Source: an optimization exercise on an open RTL-to-GDS flow (aim: small area, a short achievable clock period and few clock cycles per item). Production flows keep margins and buffers that such runs may drop. Function was checked by simulation only, so behaviour that the tests miss may differ from the original.

==> flow/flow/run.sh <==
#!/bin/bash
set -euo pipefail
bash standard.sh SETUP_SLACK_MARGIN=7 finish > standard_flow.log 2>&1
==> flow/standard.sh <==
#!/bin/bash
# synth_recipe.tcl (not shown) runs the flow's synth.tcl, then flattens the netlist and writes it again
# the make line also repeats each setting of config.mk as NAME=value (left out here)
make -C /OpenROAD-flow-scripts/flow DESIGN_CONFIG=/design/flow/config.mk WORK_HOME=/design/flow/orfs CLKGATE_MAP_FILE= SYNTH_SCRIPT=/design/flow/synth_recipe.tcl "${@:-finish}"
==> flow/config.mk <==
export PLATFORM = sky130hd
export DESIGN_NAME = fm_phase_discriminator_decimating_unit
export DESIGN_NICKNAME = fm_phase_discriminator_decimating_unit
export VERILOG_FILES = /design/flow/design.v
export SDC_FILE = /design/flow/constraint.sdc
export NUM_CORES = 4
export LEC_CHECK = 0
export CAP_MARGIN = 20
export CORE_MARGIN = 2
export CORE_UTILIZATION = 40
export PLACE_DENSITY = 0.6
export SLEW_MARGIN = 20
==> flow/constraint.sdc <==
create_clock -name core_clock -period 10.0 [get_ports {clock}]
set_input_delay 2.0000 -clock core_clock [delete_from_list [all_inputs] [get_ports {clock}]]
set_output_delay 2.0000 -clock core_clock [all_outputs]
set_load 0.01 [all_outputs]
==> flow/design.v <==
module fmpd_front (
   input  logic               clock,
   input  logic               reset,
   input  logic               req_valid,
   output logic               req_ready,
   input  logic signed [15:0] req_in_real,
   input  logic signed [15:0] req_in_imag,
   input  logic               rsp_taken,
   output logic               g_load,
   output logic signed [19:0] g_re,
   output logic signed [19:0] g_im
);
   logic signed [19:0] acc_re_ff, acc_im_ff;
   logic [3:0]         cnt_ff, cnt_in;
   logic [1:0]         gcnt_ff, gcnt_in;
   logic               owed_ff, owed_in;
   logic               rdy_ff;
   logic               accept;
   logic               last;
   assign req_ready = rdy_ff;
   assign accept    = req_valid && rdy_ff;
   assign last      = (cnt_ff == 4'd10);
   assign g_re      = acc_re_ff + req_in_real;
   assign g_im      = acc_im_ff + req_in_imag;
   assign g_load    = accept && last;
   always_comb begin
      cnt_in  = cnt_ff;
      gcnt_in = gcnt_ff;
      if (accept) begin
         if (last) begin
            cnt_in  = 4'd0;
            gcnt_in = gcnt_ff + 2'd1;
         end else begin
            cnt_in  = cnt_ff + 4'd1;
         end
      end
      owed_in = owed_ff;
      if (rsp_taken) owed_in = 1'b0;
      if (g_load && gcnt_ff == 2'd3) owed_in = 1'b1;
   end
   always_ff @(posedge clock) begin
      if (reset || (accept && last)) begin
         acc_re_ff <= '0;
         acc_im_ff <= '0;
      end else if (accept) begin
         acc_re_ff <= g_re;
         acc_im_ff <= g_im;
      end
   end
   always_ff @(posedge clock) begin
      if (reset) begin
         cnt_ff  <= '0;
         gcnt_ff <= '0;
         owed_ff <= 1'b0;
         rdy_ff  <= 1'b1;
      end else begin
         cnt_ff  <= cnt_in;
         gcnt_ff <= gcnt_in;
         owed_ff <= owed_in;
         rdy_ff  <= !(owed_in && cnt_in == 4'd10 && gcnt_in == 2'd3);
      end
   end
endmodule
module fmpd_mul (
   input  logic               clock,
   input  logic               reset,
   input  logic               g_load,
   input  logic signed [19:0] g_re,
   input  logic signed [19:0] g_im,
   output logic               m_done,
   output logic               m_zero,
   output logic signed [38:0] m_pr,
   output logic signed [38:0] m_pq
);
   logic signed [19:0] g_re_ff, g_im_ff;
   logic [19:0]        p_re_ff, p_im_ff;
   logic               b_re_ff, b_im_ff;
   logic signed [20:0] a_re_ff, a_im_ff;
   logic               act_ff;
   logic [3:0]         cnt_ff;
   logic               pz_ff;
   logic               step;
   logic               g_zero;
   logic               r_one, r_two, r_neg;
   logic               i_one, i_two, i_neg, i_pos;
   logic [22:0]        s_rr, s_ii, s_ir, s_ri;
   logic [22:0]        sum_r, sum_i;
   logic [22:0]        gr1, gr2, gi1, gi2, ar, ai;
   assign gr1 = {{3{g_re_ff[19]}}, g_re_ff};
   assign gr2 = {{2{g_re_ff[19]}}, g_re_ff, 1'b0};
   assign gi1 = {{3{g_im_ff[19]}}, g_im_ff};
   assign gi2 = {{2{g_im_ff[19]}}, g_im_ff, 1'b0};
   assign ar  = {{2{a_re_ff[20]}}, a_re_ff};
   assign ai  = {{2{a_im_ff[20]}}, a_im_ff};
   assign step   = act_ff && (cnt_ff != 4'd10);
   assign m_done = act_ff && (cnt_ff == 4'd10);
   assign g_zero = (g_re_ff == '0) && (g_im_ff == '0);
   assign m_zero = pz_ff || g_zero;
   assign m_pr   = {a_re_ff[18:0], p_re_ff};
   assign m_pq   = {a_im_ff[18:0], p_im_ff};
   always_comb begin
      r_one = p_re_ff[0] ^ b_re_ff;
      r_two = (p_re_ff[1] && !p_re_ff[0] && !b_re_ff) || (!p_re_ff[1] && p_re_ff[0] && b_re_ff);
      r_neg = p_re_ff[1] && !(p_re_ff[0] && b_re_ff);
      i_one = p_im_ff[0] ^ b_im_ff;
      i_two = (p_im_ff[1] && !p_im_ff[0] && !b_im_ff) || (!p_im_ff[1] && p_im_ff[0] && b_im_ff);
      i_neg = p_im_ff[1] && !(p_im_ff[0] && b_im_ff);
      i_pos = !p_im_ff[1] && (p_im_ff[0] || b_im_ff);
      s_rr = ({23{r_one}} & gr1) | ({23{r_two}} & gr2);
      s_ii = ({23{i_one}} & gi1) | ({23{i_two}} & gi2);
      s_ir = ({23{r_one}} & gi1) | ({23{r_two}} & gi2);
      s_ri = ({23{i_one}} & gr1) | ({23{i_two}} & gr2);
      sum_r = ar + (s_rr ^ {23{r_neg}}) + (s_ii ^ {23{i_neg}}) + {22'd0, r_neg} + {22'd0, i_neg};
      sum_i = ai + (s_ir ^ {23{r_neg}}) + (s_ri ^ {23{i_pos}}) + {22'd0, r_neg} + {22'd0, i_pos};
   end
   always_ff @(posedge clock) begin
      if (g_load) begin
         g_re_ff <= g_re;
         g_im_ff <= g_im;
      end
      if (step) begin
         a_re_ff <= sum_r[22:2];
         a_im_ff <= sum_i[22:2];
         p_re_ff <= {sum_r[1:0], p_re_ff[19:2]};
         p_im_ff <= {sum_i[1:0], p_im_ff[19:2]};
         b_re_ff <= p_re_ff[1];
         b_im_ff <= p_im_ff[1];
      end else begin
         a_re_ff <= '0;
         a_im_ff <= '0;
         b_re_ff <= 1'b0;
         b_im_ff <= 1'b0;
         if (m_done) begin
            p_re_ff <= g_re_ff;
            p_im_ff <= g_im_ff;
         end
      end
   end
   always_ff @(posedge clock) begin
      if (reset) begin
         act_ff <= 1'b0;
         cnt_ff <= '0;
         pz_ff  <= 1'b1;
      end else begin
         if (g_load) begin
            act_ff <= 1'b1;
            cnt_ff <= '0;
         end else if (m_done) begin
            act_ff <= 1'b0;
         end else if (act_ff) begin
            cnt_ff <= cnt_ff + 4'd1;
         end
         if (m_done) pz_ff <= g_zero;
      end
   end
endmodule
module fmpd_back (
   input  logic               clock,
   input  logic               reset,
   input  logic               m_done,
   input  logic               m_zero,
   input  logic signed [38:0] m_pr,
   input  logic signed [38:0] m_pq,
   input  logic               fmt,
   output logic               rsp_valid,
   input  logic               rsp_ready,
   output logic signed [15:0] rsp_phase_word
);
   logic [39:0] x1_ff, y1_ff;
   logic [7:0]  d1_ff;
   logic        pre1_ff, act1_ff;
   logic [2:0]  k1_ff;
   logic        neg1_ff, zs1_ff, zero1_ff;
   logic        dir1, xsub1, ysub1, e1_last;
   logic [39:0] sy1, sx1, xa1, ya1, xn1, yn1;
   assign dir1    = !y1_ff[39] && (y1_ff != '0);
   assign xsub1   = pre1_ff ? y1_ff[39] : !dir1;
   assign ysub1   = pre1_ff ? y1_ff[39] : dir1;
   assign sy1     = $signed(y1_ff) >>> k1_ff;
   assign sx1     = $signed(x1_ff) >>> k1_ff;
   assign xa1     = pre1_ff ? 40'd0 : x1_ff;
   assign ya1     = pre1_ff ? 40'd0 : y1_ff;
   assign xn1     = xa1 + (sy1 ^ {40{xsub1}}) + {39'd0, xsub1};
   assign yn1     = ya1 + (sx1 ^ {40{ysub1}}) + {39'd0, ysub1};
   assign e1_last = act1_ff && !pre1_ff && (k1_ff == 3'd7);
   always_ff @(posedge clock) begin
      if (m_done) begin
         x1_ff    <= {m_pq[38], m_pq};
         y1_ff    <= {m_pr[38], m_pr};
         pre1_ff  <= 1'b1;
         k1_ff    <= '0;
         neg1_ff  <= m_pr[38];
         zs1_ff   <= !m_pq[38];
         zero1_ff <= m_zero;
      end else begin
         x1_ff    <= xn1;
         y1_ff    <= yn1;
         pre1_ff  <= 1'b0;
         k1_ff    <= pre1_ff ? 3'd0 : k1_ff + 3'd1;
      end
      d1_ff <= {dir1, d1_ff[7:1]};
   end
   always_ff @(posedge clock) begin
      if (reset) begin
         act1_ff <= 1'b0;
      end else if (m_done) begin
         act1_ff <= 1'b1;
      end else if (e1_last) begin
         act1_ff <= 1'b0;
      end
   end
   logic [38:0] x2_ff;
   logic [33:0] y2_ff;
   logic [32:0] z2_ff;
   logic [7:0]  d2_ff;
   logic [2:0]  k2_ff;
   logic        act2_ff, zero2_ff;
   logic        dir2, e2_last;
   logic [33:0] y2s;
   logic [38:0] x2s;
   logic [25:0] sy2;
   logic [30:0] sx2;
   logic [38:0] xn2;
   logic [33:0] yn2;
   logic [32:0] t1, t2, zn2, z_init;
   assign dir2    = !y2_ff[33] && (y2_ff != '0);
   assign y2s     = $signed(y2_ff) >>> k2_ff;
   assign x2s     = x2_ff >> k2_ff;
   assign sy2     = y2s[33:8];
   assign sx2     = x2s[38:8];
   assign xn2     = x2_ff + ({{13{sy2[25]}}, sy2} ^ {39{!dir2}}) + {38'd0, !dir2};
   assign yn2     = y2_ff + ({3'd0, sx2} ^ {34{dir2}}) + {33'd0, dir2};
   assign e2_last = act2_ff && (k2_ff == 3'd7);
   always_comb begin
      case (k2_ff)
         3'd0: t1 = 33'h040000000;
         3'd1: t1 = 33'h025C80A3C;
         3'd2: t1 = 33'h013F670B6;
         3'd3: t1 = 33'h00A2223A8;
         3'd4: t1 = 33'h005161A86;
         3'd5: t1 = 33'h0028BAFC2;
         3'd6: t1 = 33'h00145EC3C;
         default: t1 = 33'h000A2F8AA;
      endcase
      case (k2_ff)
         3'd0: t2 = 33'h000517CA6;
         3'd1: t2 = 33'h00028BE5E;
         3'd2: t2 = 33'h000145F30;
         3'd3: t2 = 33'h0000A2F98;
         3'd4: t2 = 33'h0000517CC;
         3'd5: t2 = 33'h000028BE6;
         3'd6: t2 = 33'h0000145F4;
         default: t2 = 33'h00000A2FA;
      endcase
      if (!d2_ff[0]) t1 = '0;
      if (!dir2) t2 = '0;
      zn2 = z2_ff + t1 + t2;
      if (!neg1_ff)     z_init = 33'h1B8F9ADE6;
      else if (zs1_ff)  z_init = 33'h038F9ADE6;
      else              z_init = 33'h138F9ADE6;
   end
   always_ff @(posedge clock) begin
      if (e1_last) begin
         x2_ff    <= xn1[38:0];
         y2_ff    <= yn1[33:0];
         z2_ff    <= z_init;
         d2_ff    <= {dir1, d1_ff[7:1]};
         k2_ff    <= '0;
         zero2_ff <= zero1_ff;
      end else begin
         x2_ff    <= xn2;
         y2_ff    <= yn2;
         z2_ff    <= zn2;
         d2_ff    <= {1'b0, d2_ff[7:1]};
         k2_ff    <= k2_ff + 3'd1;
      end
   end
   always_ff @(posedge clock) begin
      if (reset) begin
         act2_ff <= 1'b0;
      end else if (e1_last) begin
         act2_ff <= 1'b1;
      end else if (e2_last) begin
         act2_ff <= 1'b0;
      end
   end
   logic        ang_ev_ff, word_ev_ff;
   logic [1:0]  cnt2_ff;
   logic [18:0] asum_ff;
   logic [18:0] angle;
   logic        rsp_valid_ff;
   logic [15:0] rsp_word_ff;
   logic [16:0] m;
   logic        m_hi, m_lo;
   logic [15:0] word0;
   logic [7:0]  ua, ub;
   logic [8:0]  word1;
   logic [15:0] word;
   assign angle = zero2_ff ? 19'd0 : {{2{z2_ff[32]}}, z2_ff[32:16]};
   always_comb begin
      m     = asum_ff[18:2];
      m_hi  = !m[16] && m[15];
      m_lo  = m[16] && !m[15];
      word0 = m_hi ? 16'h7FFF : m_lo ? 16'h8000 : m[15:0];
      ua    = {!m[15], m[14:8]};
      ub    = m[7:0];
      word1 = {1'b0, ua} - {8'd0, (ua != 8'd0) && (ub <= ua)};
      if (m_hi) word1 = 9'd255;
      if (m_lo) word1 = 9'd0;
      word  = fmt ? {8'd0, word1[7:0]} : word0;
   end
   always_ff @(posedge clock) begin
      if (ang_ev_ff) asum_ff <= ((cnt2_ff == 2'd0) ? 19'd0 : asum_ff) + angle;
      if (word_ev_ff) rsp_word_ff <= word;
   end
   always_ff @(posedge clock) begin
      if (reset) begin
         ang_ev_ff    <= 1'b0;
         word_ev_ff   <= 1'b0;
         cnt2_ff      <= '0;
         rsp_valid_ff <= 1'b0;
      end else begin
         ang_ev_ff  <= e2_last;
         word_ev_ff <= ang_ev_ff && (cnt2_ff == 2'd3);
         if (ang_ev_ff) cnt2_ff <= cnt2_ff + 2'd1;
         if (word_ev_ff) begin
            rsp_valid_ff <= 1'b1;
         end else if (rsp_ready) begin
            rsp_valid_ff <= 1'b0;
         end
      end
   end
   assign rsp_valid      = rsp_valid_ff;
   assign rsp_phase_word = rsp_word_ff;
endmodule
module fm_phase_discriminator_decimating_unit (
   input  logic               clock,
   input  logic               reset,
   input  logic               req_valid,
   output logic               req_ready,
   input  logic signed [15:0] req_in_real,
   input  logic signed [15:0] req_in_imag,
   output logic               rsp_valid,
   input  logic               rsp_ready,
   output logic signed [15:0] rsp_phase_word,
   input  logic               csr_valid,
   output logic               csr_ready,
   input  logic               csr_output_format
);
   logic               format_ff;
   logic               g_load;
   logic signed [19:0] g_re, g_im;
   logic               m_done;
   logic               m_zero;
   logic signed [38:0] m_pr, m_pq;
   assign csr_ready = 1'b1;
   always_ff @(posedge clock) begin
      if (reset) begin
         format_ff <= 1'b0;
      end else if (csr_valid) begin
         format_ff <= csr_output_format;
      end
   end
   fmpd_front u_front (
      .clock       (clock),
      .reset       (reset),
      .req_valid   (req_valid),
      .req_ready   (req_ready),
      .req_in_real (req_in_real),
      .req_in_imag (req_in_imag),
      .rsp_taken   (rsp_valid && rsp_ready),
      .g_load      (g_load),
      .g_re        (g_re),
      .g_im        (g_im)
   );
   fmpd_mul u_mul (
      .clock  (clock),
      .reset  (reset),
      .g_load (g_load),
      .g_re   (g_re),
      .g_im   (g_im),
      .m_done (m_done),
      .m_zero (m_zero),
      .m_pr   (m_pr),
      .m_pq   (m_pq)
   );
   fmpd_back u_back (
      .clock          (clock),
      .reset          (reset),
      .m_done         (m_done),
      .m_zero         (m_zero),
      .m_pr           (m_pr),
      .m_pq           (m_pq),
      .fmt            (format_ff),
      .rsp_valid      (rsp_valid),
      .rsp_ready      (rsp_ready),
      .rsp_phase_word (rsp_phase_word)
   );
endmodule
==> key figures, run 1 <==
Die
  • Core Rows: 111
  • Total die area: 95,400 µm²
  • Die width: 309 µm
  • DIE HEIGHT: 309 µm
  • CORE AREA: 91,900 µm²
  • IO Count: 57
  • Initial core utilization: 0.404

Detailed routing
  • Post-route ant nets: 0
  • # DRC: 0
  • Routed length per instance: 20.7 µm
  • 1st-iter DRT viols: 2,928
  • Pre-antenna DRT Iters: 6
  • Final Routed Wirelength: 125 mm
  • Routed vias: 34,100
  • Drt via density: 5.67

Synth
  • Cells after Synth: 4,368
  • #FFs+latches synth: 432
  • Largest family of logic cells by synthesized area: compound AO/OA/AOI/OAI gates
  • Syn Nets: 4,786
  • Multiplexer area fraction after synthesis: 0.0956
  • Synth cell types: 85
  • Post-Synth XOR/XNOR Area: 0.107
  • Most used DFF post-synth: dfxtp_1
  • Synth Area in Simple Gates: 0.161
  • Compound-Gate Fraction of Synth Area: 0.185
  • Seq/Total Area, Yosys: 0.265
  • Post-synth EDFFs: 119
  • Syn avg cell area: 8.51 µm²
  • Synth Warn #: 4
  • Synth Cell Area: 37,200 µm²
  • FFs w/ async S/R, synth: 0
  • Synthesized-area fraction occupied by adder cells: 0.143

Setup path
  • Worst stage delay on the critical path: 0.44 ns
  • CP Max Fanout: 7
  • Worst EP arrival: 5.55 ns
  • Worst Setup Start Kind: flop
  • Largest delay contributor family on the critical path: compound AO/OA/AOI/OAI gates
  • Total stage count of the critical path: 25
  • Crit-path slowest cell: nor4_4
  • Req. time, crit path: 10.50 ns
  • Flop-to-flop setup slack: 4.95 ns
  • CP Capture Type: flop
  • Critical setup path kind: reg2reg
  • Path depth of the worst reg2reg path: 25
  • CP bufs+invs: 6

Global route
  • GRT Total Usage: 0.252
  • Gr ovfl total: 0
  • Vias in the first global route: 32,600
  • Met2 Track Usage GR: 0.399
  • Busiest grt layer: met2
  • Initial antenna violation count: 2
  • First-pass GRT wire length: 190 mm
  • Largest net degree at the start of global routing: 75
  • Met1 GRT Util: 0.354
  • M3 GR Usage: 0.0292

Finish
  • Commonest non-fill, non-tap cell in the layout: nand2_1
  • Final Util: 0.537
  • Fill cells: 8,201
  • Layout area overhead: 32.9%
  • Register area: 9900 µm²
  • Share of cells above drive strength 1: 0.277
  • Most frequent cells in the layout: 474 x nand2_1, 290 x dfxtp_1, 289 x nor2_1, 285 x buf_4, 243 x ha_1
  • Multi-input gate area in the final layout: 30,300 µm²
  • NumNets Final: 5,131

Clock tree
  • Clock root cell: clkbuf_16
  • Clock latency at the later pin of the worst-skew pair: 0.63 ns
  • CTS clk-pin slew, worst paths: 0.07 ns
  • CTS Hold Bufs: 0
  • CTS tree: built
  • CTS H-tree depth: 2
  • Num CTS Buffers: 51
  • Clock tree buffer depth: 3
  • Clock sinks: 432

Timing
  • Rel. slew slack: 0.411
  • Fin crit share: 0.505
  • Unrepaired setup endpoints after global routing: true
  • Final hold violation count: 0
  • Clock Skew: 0.0178 ns
  • Peak Freq: 198 MHz
  • Worst-Margin Slew: 0.882 ns
  • Post-Route Setup TNS: 0 ns
  • Final setup viols: 0
  • Minimum clock period: 5.05 ns
  • Max Slew Vio Count: 0

Place
  • Final Wtd Congestion: 0.889
  • Hpwl dp: 82.0 mm
  • PortBufs: 55

Min path
  • Hold Crit Depth: 0
  • Hold Crit Class: reg2reg

Flow run
  • Max Cap Violations: 0

Status
  • Status: finished clean
-- final timing paths --
check                                  end                      from
setup reg to reg  u_back.y1_ff[38]$_DFF_P_  u_back.y1_ff[37]$_DFF_P_
setup / recovery  u_back.y1_ff[38]$_DFF_P_  u_back.y1_ff[37]$_DFF_P_
hold reg to reg    u_back.d1_ff[4]$_DFF_P_   u_back.d1_ff[5]$_DFF_P_
hold / removal     u_back.d1_ff[4]$_DFF_P_   u_back.d1_ff[5]$_DFF_P_
-- state kept, by name (all words and copies together) (netlist names), 4 cells and up --
| name | flops |
|---|---|
| u_front.acc_re_ff | 20 |
| u_mul.a_im_ff | 21 |
| u_back.asum_ff | 19 |
| u_back.x2_ff | 39 |
| u_back.x1_ff | 40 |
| u_back.rsp_word_ff | 16 |
| u_mul.cnt_ff | 4 |
| u_back.y1_ff | 40 |
| u_back.z2_ff | 32 |
| u_back.y2_ff | 34 |
| u_mul.a_re_ff | 21 |
| u_mul.g_im_ff | 20 |
| u_mul.p_re_ff | 20 |
| u_front.acc_im_ff | 20 |
| u_back.d2_ff | 8 |
| u_front.cnt_ff | 4 |
| u_back.d1_ff | 7 |
| u_mul.g_re_ff | 20 |
| u_mul.p_im_ff | 20 |
-- worst reg2reg max path: stages (launching register included) --
cell      delay, ns
dfxtp_4        0.36
nor4_4         0.44
nand4_1        0.19
buf_4          0.17
buf_6          0.11
nor3_4         0.18
buf_6          0.14
nor2_4         0.04
mux2i_4        0.20
buf_12         0.18
buf_4          0.11
xor2_1         0.21
ha_2           0.34
inv_4          0.07
o31ai_4        0.08
o31ai_4        0.32
a31oi_4        0.16
a221oi_4       0.29
o21ai_2        0.12
a311o_1        0.35
nand2b_1       0.15
o311a_1        0.21
o21ai_2        0.08
a31oi_1        0.18
xor2_1         0.17
o21ai_1        0.07
-- final cells by class --
class / instances / share of cell area
Timing Repair Buffer: 491 / 0.102
Sequential cell: 432 / 0.200
Clock buffer: 62 / 0.0279
Antenna cell: 2 / 0.000101
Multi-Input combinational cell: 3522 / 0.612
Timing Repair inverter: 1 / 0.000177
Inverter: 214 / 0.0174
Tap cell: 1243 / 0.0315
Clock inverter: 34 / 0.00846
-- Yosys cell counts, drive strengths merged, types with 80 or more instances --
| master | instances | area (µm²) |
|---|---|---|
| a22oi | 80 | 601 |
| xor2 | 183 | 1600 |
| xnor2 | 271 | 2370 |
| o21ai | 259 | 1300 |
| nor2 | 323 | 1210 |
| nand2 | 495 | 1860 |
| nor2b | 150 | 938 |
| ha | 306 | 3830 |
| dfxtp | 313 | 6270 |
| a21oi | 364 | 1840 |
| inv | 211 | 792 |
| a21o | 100 | 751 |
| mux2i | 196 | 1990 |
| edfxtp | 119 | 3570 |
| clkbuf | 156 | 586 |
-- routing by layer --
layer / up-vias / wire length (µm)
li1: 16200 / -
met1: 16500 / 55200
met3: 254 / 7860
met2: 1123 / 56500
met4: 0 / 4940
met5: - / 0
-- metrics by stage --
stage | instances | hold WS [ns] | instance area, µm² | setup WS [ns]
finish | 6001 | 0.349 | 49400 | 4.95
global route | 6000 | 0.356 | 49400 | 4.80
CTS | 5901 | 0.348 | 47400 | 5.05
detailed placement | 5490 | 0.335 | 40000 | 3.65
global placement | 5490 | 0.334 | 40000 | 3.72
floorplan | 4368 | 0.331 | 39000 | 5.36
-- what timing repair did --
action                                  CTS  global route
buffers inserted                        286            98
endpoints found under the setup margin  391           315
pin swaps                               312           232
gates cloned                             29             0
resized for setup                       621           286
-- logic make-up after synthesis --
group	after synthesis
and+or+nand+nor	1302
AOI/OAI and AO/OA	1105
xor gates and xnor gates	454
DFF	432
buffers and inverters	420
adders and majority gates	382
muxes	272
other	1
Testbench counts, summed over its fixed seeds: cycles 22,776, items 512.
==> run 2: changes to the inputs <==
==> flow/run.sh (new file) <==
#!/bin/bash
# synth_recipe.tcl (not shown) runs the flow's synth.tcl, then flattens the netlist and writes it again
# the make line also repeats each setting of config.mk as NAME=value (left out here)
make -C /OpenROAD-flow-scripts/flow DESIGN_CONFIG=/design/flow/config.mk WORK_HOME=/design/flow/orfs CLKGATE_MAP_FILE= SYNTH_SCRIPT=/design/flow/synth_recipe.tcl finish
removed: flow/flow/run.sh
removed: flow/standard.sh
==> run 2 against run 1 <==
Count of clock-buffer cells in the layout rose by 3; sequential share of layout area rose by 4.2 points; largest cell class unchanged; routed wire length fell by 10%; still clean on timing, DRC and antenna; worst setup slack got worse by 1.8 ns; register-to-register slack got worse by 1.8 ns; die area did not move.
==> key figures, run 2 <==
Global route
  • GRT Total Usage: 0.230 (was 0.252)
  • Vias in the first global route: 29,500 (was 32,600)
  • First-pass GRT wire length: 173 mm (was 190 mm)
  • Gr ovfl total: 0 (unchanged)
  • Largest net degree at the start of global routing: 80 (was 75)
  • Initial antenna violation count: 4 (was 2)

Timing
  • Post-Route Setup TNS: 0 ns (unchanged)
  • Worst-Margin Slew: 1.06 ns (was 0.882 ns)
  • Fin crit share: 0.689 (was 0.505)
  • Unrepaired setup endpoints after global routing: false (was true)
  • Final setup viols: 0 (unchanged)
  • Peak Freq: 145 MHz (was 198 MHz)
  • Clock Skew: 0.0214 ns (was 0.0178 ns)
  • Final hold violation count: 0 (unchanged)
  • Minimum clock period: 6.89 ns (was 5.05 ns)
  • Rel. slew slack: 0.294 (was 0.411)
  • Max Slew Vio Count: 0 (unchanged)

Place
  • Hpwl dp: 84.4 mm (was 82.0 mm)
  • Final Wtd Congestion: 0.941 (was 0.889)
  • PortBufs: 55 (unchanged)

Finish
  • Layout area overhead: 9.30% (was 32.9%)
  • Most frequent cells in the layout: 494 x nand2_1, 360 x a21oi_1, 322 x nor2_1, 306 x ha_1, 306 x dfxtp_1 (was 474 x nand2_1, 290 x dfxtp_1, 289 x nor2_1, 285 x buf_4, 243 x ha_1)
  • Register area: 9850 µm² (was 9900 µm²)
  • NumNets Final: 4,725 (was 5,131)
  • Largest regs: u_back.x1_ff x40, u_back.y1_ff x40, u_back.x2_ff x39 (unchanged)
  • Fill cells: 9,170 (was 8,201)
  • Multi-input gate area in the final layout: 25,800 µm² (was 30,300 µm²)
  • Share of cells above drive strength 1: 0.0561 (was 0.277)
  • Commonest non-fill, non-tap cell in the layout: nand2_1 (unchanged)

Clock tree
  • Num CTS Buffers: 51 (unchanged)
  • Clock root cell: clkbuf_16 (unchanged)
  • CTS tree: built (unchanged)
  • CTS Hold Bufs: 0 (unchanged)
  • # resized after CTS: 0 (was 621)
  • Setup Fix Bufs, Post-CTS: 0 (was 286)
  • Clock sinks: 432 (unchanged)
  • Clock tree buffer depth: 3 (unchanged)
  • Clock latency at the later pin of the worst-skew pair: 0.62 ns (was 0.63 ns)
  • CTS clk-pin slew, worst paths: 0.06 ns (was 0.07 ns)
  • CTS H-tree depth: 2 (unchanged)

Detailed routing
  • Routed vias: 31,500 (was 34,100)
  • # DRC: 0 (unchanged)
  • Final Routed Wirelength: 112 mm (was 125 mm)
  • 1st-iter DRT viols: 2,840 (was 2,928)
  • Post-route ant nets: 0 (unchanged)
  • Drt via density: 5.63 (was 5.67)
  • Routed length per instance: 19.9 µm (was 20.7 µm)
  • Pre-antenna DRT Iters: 6 (unchanged)

Synth
  • Synth Warn #: 4 (unchanged)
  • Synth cell types: 85 (unchanged)
  • Seq/Total Area, Yosys: 0.265 (unchanged)
  • Top-count cell post-synth: nand2_1 (unchanged)
  • Largest area contributor in the netlist: dfxtp_1 (unchanged)
  • Syn avg cell area: 8.51 µm² (unchanged)
  • Post-synth top cells: 495 x nand2_1, 360 x a21oi_1, 323 x nor2_1 (unchanged)
  • #FFs+latches synth: 432 (unchanged)
  • FFs w/ async S/R, synth: 0 (unchanged)
  • Synth Cell Area: 37,200 µm² (unchanged)
  • Post-synth EDFFs: 119 (unchanged)
  • Top cells by area in the synthesized netlist: dfxtp_1 17%, ha_1 10%, edfxtp_1 9.6%, xnor2_1 6.4%, mux2i_1 5.2% (unchanged)
  • Yosys top cell area share: 0.169 (unchanged)
  • Syn Nets: 4,786 (unchanged)
  • Most used DFF post-synth: dfxtp_1 (unchanged)
  • Cells after Synth: 4,368 (unchanged)

Die
  • Initial core utilization: 0.404 (unchanged)
  • DIE HEIGHT: 309 µm (unchanged)
  • Core Rows: 111 (unchanged)
  • CORE AREA: 91,900 µm² (unchanged)
  • Total die area: 95,400 µm² (unchanged)
  • Die width: 309 µm (unchanged)
  • IO Count: 57 (unchanged)

Min path
  • Hold endpoint: u_back.d1_ff[2]$_DFF_P_ (was u_back.d1_ff[4]$_DFF_P_)
  • Hold Crit Depth: 0 (unchanged)
  • Hold Crit Class: reg2reg (unchanged)
  • Hold Path Origin: u_back.d1_ff[3]$_DFF_P_ (was u_back.d1_ff[5]$_DFF_P_)

Setup path
  • Req. time, crit path: 10.47 ns (was 10.50 ns)
  • R2R Path End: u_back.z2_ff[31]$_DFF_P_ (was u_back.y1_ff[38]$_DFF_P_)
  • Critical setup path kind: reg2reg (unchanged)
  • CP Capture Type: flop (unchanged)
  • CP Max Fanout: 61 (was 7)
  • Flop-to-flop setup slack: 3.11 ns (was 4.95 ns)
  • Worst Setup Start Kind: flop (unchanged)
  • R2r startpoint: u_back.k2_ff[1]$_SDFF_PP0_ (was u_back.y1_ff[37]$_DFF_P_)
  • Worst EP arrival: 7.37 ns (was 5.55 ns)
  • Path depth of the worst reg2reg path: 22 (was 25)

Status
  • Status: finished clean (unchanged)

Flow run
  • Max Cap Violations: 0 (unchanged)
==> run 2: kinds of logic after synthesis <==
logic type / after synthesis / share of synthesized area
other cells: 1 / 0.000101
simple gates: 1302 / 0.161
xor+xnor: 454 / 0.107
flops: 432 / 0.265
compound gates: 1105 / 0.185
mux: 272 / 0.0956
fa+ha+maj: 382 / 0.143
buf+inv: 420 / 0.0429
==> run 2: metrics by stage <==
step	cell area, µm²	instances	hold slack, ns	util	setup slack, ns
6_report	40600	5595	0.352	0.442	3.11
4_1_cts	40600	5593	0.350	0.442	3.18
3_5_place_dp	38800	5497	0.337	0.423	3.26
2_1_floorplan	37200	4368	0.331	-	4.22
3_3_place_gp	38800	5497	0.335	0.423	3.21
5_1_grt	40600	5593	0.358	0.442	2.47
==> run 2: routing by layer <==
layer	vias to the layer above	routed length, µm	track usage
met5	-	13	0
met4	2	2980	0.0624
met3	180	6950	0.0286
met2	944	48700	0.359
met1	15000	52900	0.335
li1	15400	-	-
==> run 2: final cells by class <==
| cell class | count | area share |
|---|---|---|
| flip-flops and latches | 432 | 0.242 |
| repair buffers | 92 | 0.0204 |
| well taps | 1243 | 0.0383 |
| inverters | 214 | 0.0199 |
| diodes | 2 | 0.000123 |
| clock buffers | 65 | 0.0347 |
| multi-input cells | 3516 | 0.635 |
| clock inverters | 31 | 0.00927 |
==> run 2: how the worst max path moves through the flow <==
stage                                           from                        to  slack, ns  depth (start not counted)
after CTS                 u_back.k2_ff[1]$_SDFF_PP0_  u_back.z2_ff[31]$_DFF_P_       3.18                         22
after global placement    u_back.k2_ff[1]$_SDFF_PP0_  u_back.z2_ff[31]$_DFF_P_       3.21                         22
after global routing      u_back.k2_ff[1]$_SDFF_PP0_  u_back.z2_ff[31]$_DFF_P_       2.47                         22
after detailed placement  u_back.k2_ff[1]$_SDFF_PP0_  u_back.z2_ff[31]$_DFF_P_       3.26                         22
after floorplan           u_back.k2_ff[0]$_SDFF_PP0_  u_back.z2_ff[31]$_DFF_P_       4.22                         25
final                     u_back.k2_ff[1]$_SDFF_PP0_  u_back.z2_ff[31]$_DFF_P_       3.11                         22
==> run 2: worst max-delay path, stage by stage, from the launching register on <==
cell      delay, ns
dfxtp_2        0.31
buf_4          0.55
inv_1          0.09
buf_4          0.26
ha_1           0.41
nor4_1         0.71
o21ai_0        0.26
fa_1           0.54
inv_1          0.06
ha_1           0.27
a21o_1         0.18
a21oi_1        0.22
nor2_1         0.07
o21a_1         0.18
o41ai_1        0.62
o31ai_1        0.17
a21oi_1        0.37
o31ai_1        0.17
a311oi_1       0.59
o211ai_1       0.21
a31oi_1        0.24
xor2_1         0.16
mux2i_1        0.09
==> run 3: changes to the inputs <==
--- a/flow/config.mk
+++ b/flow/config.mk
@@ -11,2 +11,3 @@
 export PLACE_DENSITY = 0.6
+export SETUP_SLACK_MARGIN = 5
 export SLEW_MARGIN = 20
==> run 3 against run 2 <==
Cell area rose by 7.9%; core utilization rose by 3.5 points; cell count rose by 3.1%; count of clock-buffer cells in the layout fell by 1; sequential share of layout area fell by 1.7 points; maximum frequency rose by 39%; clock skew rose by 0.024 ns; sequential cell count did not move; register-to-register slack improved by 1.9 ns; largest cell class unchanged.
==> key figures, run 3 <==
Status
  • Status: finished clean (unchanged)

Timing
  • Clock Skew: 0.0456 ns (was 0.0214 ns)
  • Unrepaired setup endpoints after global routing: true (was false)
  • Rel. slew slack: 0.279 (was 0.294)
  • Peak Freq: 201 MHz (was 145 MHz)
  • Final setup viols: 0 (unchanged)
  • Worst-Margin Slew: 1.08 ns (was 1.06 ns)
  • Final hold violation count: 0 (unchanged)
  • Minimum clock period: 4.97 ns (was 6.89 ns)
  • Max Slew Vio Count: 0 (unchanged)
  • Fin crit share: 0.497 (was 0.689)
  • Post-Route Setup TNS: 0 ns (unchanged)

Detailed routing
  • Final Routed Wirelength: 115 mm (was 112 mm)
  • Drt via density: 5.63 (about the same)
  • # DRC: 0 (unchanged)
  • Routed length per instance: 20.0 µm (was 19.9 µm)
  • Post-route ant nets: 0 (unchanged)
  • 1st-iter DRT viols: 2,691 (was 2,840)
  • Routed vias: 32,500 (was 31,500)
  • Pre-antenna DRT Iters: 5 (was 6)

Finish
  • Antenna Cells: 0 (was 2)
  • Commonest non-fill, non-tap cell in the layout: nand2_1 (unchanged)
  • Share of cells above drive strength 1: 0.131 (was 0.0561)
  • Largest regs: u_back.x1_ff x40, u_back.y1_ff x40, u_back.x2_ff x39 (unchanged)
  • Most frequent cells in the layout: 493 x nand2_1, 326 x a21oi_1, 320 x nor2_1, 299 x dfxtp_1, 285 x ha_1 (was 494 x nand2_1, 360 x a21oi_1, 322 x nor2_1, 306 x ha_1, 306 x dfxtp_1)
  • Final std cells w/o fill: 5,768 (was 5,595)
  • NumNets Final: 4,897 (was 4,725)
  • Layout area overhead: 18.0% (was 9.30%)

Clock tree
  • Num CTS Buffers: 54 (was 51)
  • CTS H-tree depth: 2 (unchanged)
  • Clock root cell: clkbuf_16 (unchanged)
  • Clock tree buffer depth: 3 (unchanged)
  • Clock latency at the later pin of the worst-skew pair: 0.65 ns (was 0.62 ns)
  • CTS Hold Bufs: 0 (unchanged)
  • CTS clk-pin slew, worst paths: 0.07 ns (was 0.06 ns)
  • Clock sinks: 432 (unchanged)
  • CTS tree: built (unchanged)

Synth
  • Synth Warn #: 4 (unchanged)
  • Top-count cell post-synth: nand2_1 (unchanged)
  • Top cells by area in the synthesized netlist: dfxtp_1 17%, ha_1 10%, edfxtp_1 9.6%, xnor2_1 6.4%, mux2i_1 5.2% (unchanged)
  • Largest area contributor in the netlist: dfxtp_1 (unchanged)
  • Post-synth EDFFs: 119 (unchanged)
  • FFs w/ async S/R, synth: 0 (unchanged)
  • Syn Nets: 4,786 (unchanged)
  • Post-synth top cells: 495 x nand2_1, 360 x a21oi_1, 323 x nor2_1 (unchanged)
  • Yosys top cell area share: 0.169 (unchanged)
  • Synth cell types: 85 (unchanged)
  • Most used DFF post-synth: dfxtp_1 (unchanged)
  • Syn avg cell area: 8.51 µm² (unchanged)
  • Synth Cell Area: 37,200 µm² (unchanged)
  • Cells after Synth: 4,368 (unchanged)
  • Seq/Total Area, Yosys: 0.265 (unchanged)
  • #FFs+latches synth: 432 (unchanged)

Setup path
  • Worst stage delay on the critical path: 0.41 ns (was 0.71 ns)
  • Worst Setup Start Kind: flop (unchanged)
  • Req. time, crit path: 10.49 ns (was 10.47 ns)
  • Worst EP arrival: 5.46 ns (was 7.37 ns)
  • CP Max Fanout: 4 (was 61)
  • Cells along the critical path: nor4_4 -> nand4_1 -> o31ai_4 -> buf_12 -> clkinvlp_4 -> buf_6 -> o21ai_4 -> fa_1 -> inv_2 -> ha_4 -> a21o_1 -> a21oi_2 -> nor2_1 -> o21a_1 -> o41ai_4 -> o31ai_2 -> a21oi_2 -> o31ai_4 -> a311oi_4 -> o211ai_1 -> a31oi_1 -> xor2_1 -> mux2i_1 (was buf_4 -> inv_1 -> buf_4 -> ha_1 -> nor4_1 -> o21ai_0 -> fa_1 -> inv_1 -> ha_1 -> a21o_1 -> a21oi_1 -> nor2_1 -> o21a_1 -> o41ai_1 -> o31ai_1 -> a21oi_1 -> o31ai_1 -> a311oi_1 -> o211ai_1 -> a31oi_1 -> xor2_1 -> mux2i_1)
  • CP Capture Type: flop (unchanged)
  • Critical setup path kind: reg2reg (unchanged)
  • Crit-path slowest cell: fa_1 (was nor4_1)

Place
  • PortBufs: 55 (unchanged)
  • Cell total after placement: 5,496 (was 5,497)
  • Hpwl dp: 81.7 mm (was 84.4 mm)
  • Final Wtd Congestion: 0.901 (was 0.941)

Global route
  • Initial antenna violation count: 1 (was 4)
  • Vias in the first global route: 30,300 (was 29,500)
  • Largest net degree at the start of global routing: 101 (was 80)
  • First-pass GRT wire length: 175 mm (was 173 mm)
  • Gr ovfl total: 0 (unchanged)
  • GRT Total Usage: 0.232 (was 0.230)

Flow run
  • Max Cap Violations: 0 (unchanged)

Die
  • IO Count: 57 (unchanged)
  • Die width: 309 µm (unchanged)
  • Core Rows: 111 (unchanged)
  • Total die area: 95,400 µm² (unchanged)
  • CORE AREA: 91,900 µm² (unchanged)
  • DIE HEIGHT: 309 µm (unchanged)
  • Initial core utilization: 0.404 (unchanged)

Min path
  • Hold Crit Class: reg2reg (unchanged)
## run 3: cell counts after synthesis
Identical to the previous run, type by type.
## run 3: layout make-up
cell class,count,area (µm²)
fill,8838,48100
multi-input combinational,3516,27000
sequential,432,9880
timing repair buffer,260,2780
tap,1243,1560
clock buffer,64,1400
inverter,214,828
clock inverter,38,369
timing repair inverter,1,7.51
## run 3: final timing paths
check / start / slack [ns] / end / depth (start not counted)
worst max register to register: u_back.y2_ff[30]$_DFF_P_ / 5.03 / u_back.z2_ff[31]$_DFF_P_ / 23
worst max-delay path: u_back.y2_ff[30]$_DFF_P_ / 5.03 / u_back.z2_ff[31]$_DFF_P_ / 23
worst min register to register: u_back.d1_ff[5]$_DFF_P_ / 0.35 / u_back.d1_ff[4]$_DFF_P_ / 0
worst min-delay path: u_back.d1_ff[5]$_DFF_P_ / 0.35 / u_back.d1_ff[4]$_DFF_P_ / 0
## run 3: metrics by stage
stage          setup slack [ns]  area, µm²  utilization  hold WS (ns)
2_1_floorplan              4.96      37200            -         0.331
4_1_cts                    4.98      42300        0.460         0.350
5_1_grt                    4.80      43900        0.477         0.350
3_3_place_gp               3.40      38900        0.423         0.334
3_5_place_dp               3.29      38900        0.423         0.336
6_report                   5.03      43900        0.477         0.348
## run 3: critical path, delay by kind of cell, from the launching register on
kind                       cells  cell delay, ns
adders and majority gates      2            0.60
muxes                          1            0.08
AOI/OAI and AO/OA             12            2.42
buffers and inverters          4            0.56
and+or+nand+nor                3            0.64
DFF                            1            0.36
xor gates and xnor gates       1            0.17
## run 3: kinds of logic after synthesis
kind of cell | Yosys count | share of synthesized area
simple gates | 1302 | 0.161
compound gates | 1105 | 0.185
xor+xnor | 454 | 0.107
flops | 432 | 0.265
buf+inv | 420 | 0.0429
fa+ha+maj | 382 | 0.143
mux | 272 | 0.0956
other cells | 1 | 0.000101
## run 3: what timing repair did
item,4_1_cts,5_1_grt
gates resized for setup,159,161
cloned,12,7
endpoints found under the setup margin,158,89
pin swaps,48,109
setup buffers,70,81
## run 3: routing by layer
layer	share of wire	vias to the layer above	global-route usage
met4	0.038	2	0.0785
met3	0.069	240	0.0326
met2	0.44	1092	0.358
met5	0.00017	-	0
met1	0.45	15400	0.330
li1	-	15700	-
==> run 4: changes to the inputs <==
--- a/flow/config.mk
+++ b/flow/config.mk
@@ -9,4 +9,4 @@
 export CORE_MARGIN = 2
-export CORE_UTILIZATION = 40
-export PLACE_DENSITY = 0.6
+export CORE_UTILIZATION = 60
+export PLACE_DENSITY = 0.75
 export SETUP_SLACK_MARGIN = 5
==> run 4 against run 3 <==
Still clean on timing, DRC and antenna; count of clock-buffer cells in the layout rose by 8; maximum frequency fell by 2.4%; sequential share of layout area rose by 0.47 points; first-iteration DRC count rose by 44%; critical path depth fell by 1; sequential cell count did not move; die area fell by 33%; cell count fell by 8.4%; worst setup slack got worse by 0.12 ns; via count rose by 2.8%; largest cell class unchanged.
==> key figures, run 4 <==
Status
  • Status: finished clean (unchanged)

Finish
  • Final Util: 0.698 (was 0.477)
  • Fill cells: 4,720 (was 8,838)
  • Final std cells w/o fill: 5,283 (was 5,768)
  • Largest regs: u_back.x1_ff x40, u_back.y1_ff x40, u_back.x2_ff x39 (unchanged)
  • Share of cells above drive strength 1: 0.125 (was 0.131)
  • Commonest non-fill, non-tap cell in the layout: nand2_1 (unchanged)
  • NumNets Final: 4,872 (was 4,897)
  • Layout area overhead: 15.5% (was 18.0%)
  • Most frequent cells in the layout: 492 x nand2_1, 322 x a21oi_1, 320 x nor2_1, 298 x dfxtp_1, 288 x ha_1 (was 493 x nand2_1, 326 x a21oi_1, 320 x nor2_1, 299 x dfxtp_1, 285 x ha_1)

Setup path
  • Path depth of the worst reg2reg path: 22 (was 23)
  • Req. time, crit path: 10.47 ns (was 10.49 ns)
  • Cells along the critical path: nor4_1 -> nand4_1 -> buf_6 -> buf_6 -> nor4_4 -> or2_4 -> buf_12 -> xnor2_2 -> ha_1 -> nor2b_4 -> o21a_1 -> o21ai_2 -> a2111o_1 -> a211oi_2 -> a211o_1 -> a31o_4 -> a311oi_4 -> o21a_1 -> a31oi_4 -> a31oi_4 -> xor2_4 -> a21oi_2 (was nor4_4 -> nand4_1 -> o31ai_4 -> buf_12 -> clkinvlp_4 -> buf_6 -> o21ai_4 -> fa_1 -> inv_2 -> ha_4 -> a21o_1 -> a21oi_2 -> nor2_1 -> o21a_1 -> o41ai_4 -> o31ai_2 -> a21oi_2 -> o31ai_4 -> a311oi_4 -> o211ai_1 -> a31oi_1 -> xor2_1 -> mux2i_1)
  • Worst EP arrival: 5.56 ns (was 5.46 ns)
  • Crit-path slowest cell: a311oi_4 (was fa_1)
  • R2R Path End: u_back.x2_ff[36]$_DFF_P_ (was u_back.z2_ff[31]$_DFF_P_)
  • CP Max Fanout: 6 (was 4)
  • Critical setup path kind: reg2reg (unchanged)
  • Flop-to-flop setup slack: 4.91 ns (was 5.03 ns)
  • CP Capture Type: flop (unchanged)
  • R2r startpoint: u_back.y1_ff[27]$_DFF_P_ (was u_back.y2_ff[30]$_DFF_P_)
  • Worst stage delay on the critical path: 0.40 ns (was 0.41 ns)
  • Worst Setup Start Kind: flop (unchanged)

Global route
  • Largest net degree at the start of global routing: 82 (was 101)
  • Gr ovfl total: 0 (unchanged)
  • Vias in the first global route: 30,300 (about the same)
  • Initial antenna violation count: 3 (was 1)
  • GRT Total Usage: 0.333 (was 0.232)
  • First-pass GRT wire length: 168 mm (was 175 mm)

Clock tree
  • CTS clk-pin slew, worst paths: 0.06 ns (was 0.07 ns)
  • Clock root cell: clkbuf_16 (unchanged)
  • Clock tree buffer depth: 3 (unchanged)
  • Clock sinks: 432 (unchanged)
  • Num CTS Buffers: 51 (was 54)
  • Clock latency at the later pin of the worst-skew pair: 0.62 ns (was 0.65 ns)
  • CTS tree: built (unchanged)
  • CTS H-tree depth: 2 (unchanged)
  • CTS Hold Bufs: 0 (unchanged)

Timing
  • Unrepaired setup endpoints after global routing: true (unchanged)
  • Worst-Margin Slew: 1.02 ns (was 1.08 ns)
  • Max Slew Vio Count: 0 (unchanged)
  • Final setup viols: 0 (unchanged)
  • Clock Skew: 0.0172 ns (was 0.0456 ns)
  • Peak Freq: 197 MHz (was 201 MHz)
  • Minimum clock period: 5.09 ns (was 4.97 ns)
  • Rel. slew slack: 0.320 (was 0.279)
  • Fin crit share: 0.509 (was 0.497)
  • Final hold violation count: 0 (unchanged)
  • Post-Route Setup TNS: 0 ns (unchanged)

Min path
  • Hold Crit Class: reg2reg (unchanged)
  • Hold Path Origin: u_back.d1_ff[6]$_DFF_P_ (was u_back.d1_ff[5]$_DFF_P_)
  • Hold Crit Depth: 0 (unchanged)
  • Hold endpoint: u_back.d1_ff[5]$_DFF_P_ (was u_back.d1_ff[4]$_DFF_P_)

Place
  • Final Wtd Congestion: 0.970 (was 0.901)
  • Cell total after placement: 5,043 (was 5,496)
  • Hpwl dp: 78.7 mm (was 81.7 mm)
  • PortBufs: 55 (unchanged)

Detailed routing
  • Pre-antenna DRT Iters: 8 (was 5)
  • Routed length per instance: 21.4 µm (was 20.0 µm)
  • Drt via density: 6.32 (was 5.63)
  • Final Routed Wirelength: 113 mm (was 115 mm)
  • 1st-iter DRT viols: 3,883 (was 2,691)
  • Routed vias: 33,400 (was 32,500)
  • Post-route ant nets: 0 (unchanged)
  • # DRC: 0 (unchanged)

Die
  • Total die area: 64,000 µm² (was 95,400 µm²)
  • Die width: 253 µm (was 309 µm)
  • IO Count: 57 (unchanged)
  • DIE HEIGHT: 253 µm (was 309 µm)
  • Initial core utilization: 0.605 (was 0.404)
  • CORE AREA: 61,500 µm² (was 91,900 µm²)
  • Core Rows: 91 (was 111)

Synth
  • Synth Cell Area: 37,200 µm² (unchanged)
  • Synth Warn #: 4 (unchanged)
  • Largest area contributor in the netlist: dfxtp_1 (unchanged)
  • FFs w/ async S/R, synth: 0 (unchanged)
  • Top-count cell post-synth: nand2_1 (unchanged)
  • Yosys top cell area share: 0.169 (unchanged)
  • Most used DFF post-synth: dfxtp_1 (unchanged)
  • Syn Nets: 4,786 (unchanged)
  • Seq/Total Area, Yosys: 0.265 (unchanged)
  • Syn avg cell area: 8.51 µm² (unchanged)
  • Post-synth top cells: 495 x nand2_1, 360 x a21oi_1, 323 x nor2_1 (unchanged)
  • #FFs+latches synth: 432 (unchanged)
  • Post-synth EDFFs: 119 (unchanged)
  • Top cells by area in the synthesized netlist: dfxtp_1 17%, ha_1 10%, edfxtp_1 9.6%, xnor2_1 6.4%, mux2i_1 5.2% (unchanged)
  • Synth cell types: 85 (unchanged)
  • Cells after Synth: 4,368 (unchanged)

Flow run
  • Max Cap Violations: 0 (unchanged)
## run 4: cell type report
type | instances | area (µm²) | share of cell area
multi-input cells | 3516 | 27000 | 0.629
flip-flops and latches | 432 | 9870 | 0.230
repair buffers | 238 | 2620 | 0.0610
clock buffers | 72 | 1430 | 0.0332
well taps | 790 | 988 | 0.0230
inverters | 214 | 822 | 0.0191
clock inverters | 19 | 178 | 0.00414
repair inverters | 1 | 7.51 | 0.000175
diodes | 1 | 2.50 | 0.0000583
## run 4: timing repair
action | 4_1_cts | 5_1_grt
endpoints found under the setup margin | 132 | 96
cloned | 8 | 9
gates resized for setup | 144 | 185
endpoints found under the hold margin | 0 | 0
pin swaps | 32 | 132
buffers inserted | 42 | 89
## run 4: worst max path at each step
| stage | startpoint | to | slack [ns] | cells past startpoint |
|---|---|---|---|---|
| 2_1_floorplan | u_back.k2_ff[1]$_SDFF_PP0_ | u_back.z2_ff[31]$_DFF_P_ | 4.96 | 24 |
| 4_1_cts | u_back.y1_ff[38]$_DFF_P_ | u_back.x2_ff[36]$_DFF_P_ | 4.96 | 21 |
| 3_5_place_dp | u_back.k2_ff[0]$_SDFF_PP0_ | u_back.z2_ff[31]$_DFF_P_ | 3.46 | 21 |
| 3_3_place_gp | u_back.k2_ff[0]$_SDFF_PP0_ | u_back.z2_ff[31]$_DFF_P_ | 3.56 | 21 |
| 6_report | u_back.y1_ff[27]$_DFF_P_ | u_back.x2_ff[36]$_DFF_P_ | 4.91 | 22 |
| 5_1_grt | u_back.y1_ff[35]$_DFF_P_ | u_back.x1_ff[36]$_DFF_P_ | 4.79 | 22 |
## run 4: layer usage
layer,wire length (µm),share of wire,global-route usage,vias to the layer above
met4,5930,0.052,0.158,2
met5,9,0.000079,0,-
met1,46800,0.41,0.460,15800
met3,11200,0.099,0.0669,313
li1,-,-,-,15700
met2,49300,0.44,0.499,1629
## run 4: kinds of logic after synthesis
group / Yosys count / synth area share
DFF: 432 / 0.265
xor gates and xnor gates: 454 / 0.107
and+or+nand+nor: 1302 / 0.161
muxes: 272 / 0.0956
AOI/OAI and AO/OA: 1105 / 0.185
other: 1 / 0.000101
adders and majority gates: 382 / 0.143
buffers and inverters: 420 / 0.0429
## run 4: through the flow
step	hold WS [ns]	cell area, µm²	setup slack (ns)
after global routing	0.361	42900	4.79
after detailed placement	0.339	38300	3.46
after global placement	0.335	38300	3.56
final	0.353	42900	4.91
after CTS	0.352	41200	4.96
after floorplan	0.331	37200	4.96
## run 4: worst max-delay path, delay by kind of cell, from the launching register on
kind | cells | cell delay, ns
AOI/OAI and AO/OA | 11 | 2.41
and+or+nand+nor | 5 | 1.11
adders and majority gates | 1 | 0.35
buffers and inverters | 3 | 0.40
xor gates and xnor gates | 2 | 0.33
DFF | 1 | 0.35

-- what the ideal ports hide --
The flow's constraints put no driver on any port. The routed layouts listed below were extracted and timed again, unchanged, in two steps.
Step 1, drivers: a clkbuf_16 drives clock and a buf_2 each remaining input, both assumed.
Step 2 times the ports against the registers' clock, not the clock port: input delays grow and output delays shrink by t, the midpoint of the rising clock arrivals with the driver on.
a / b / c = ideal / step 1 / step 2; a / b = the first two.
| run | t, ns | setup slack, ns | cell pins on the clock port's net |
|---|---|---|---|
| run 1 | 0.695 | 4.949 / 4.949 / 4.949 | 1 |
| run 2 | 0.679 | 3.105 / 3.105 / 3.105 | 1 |
| run 3 | 0.692 | 5.033 / 5.033 / 4.574 | 1 |
| run 4 | 0.676 | 4.912 / 4.912 / 4.622 | 1 |
After both steps every run listed still meets setup and hold. For run 3, which loses most, drivers alone change the setup slack by 0.000 ns; drivers and shift together by -0.459 ns.
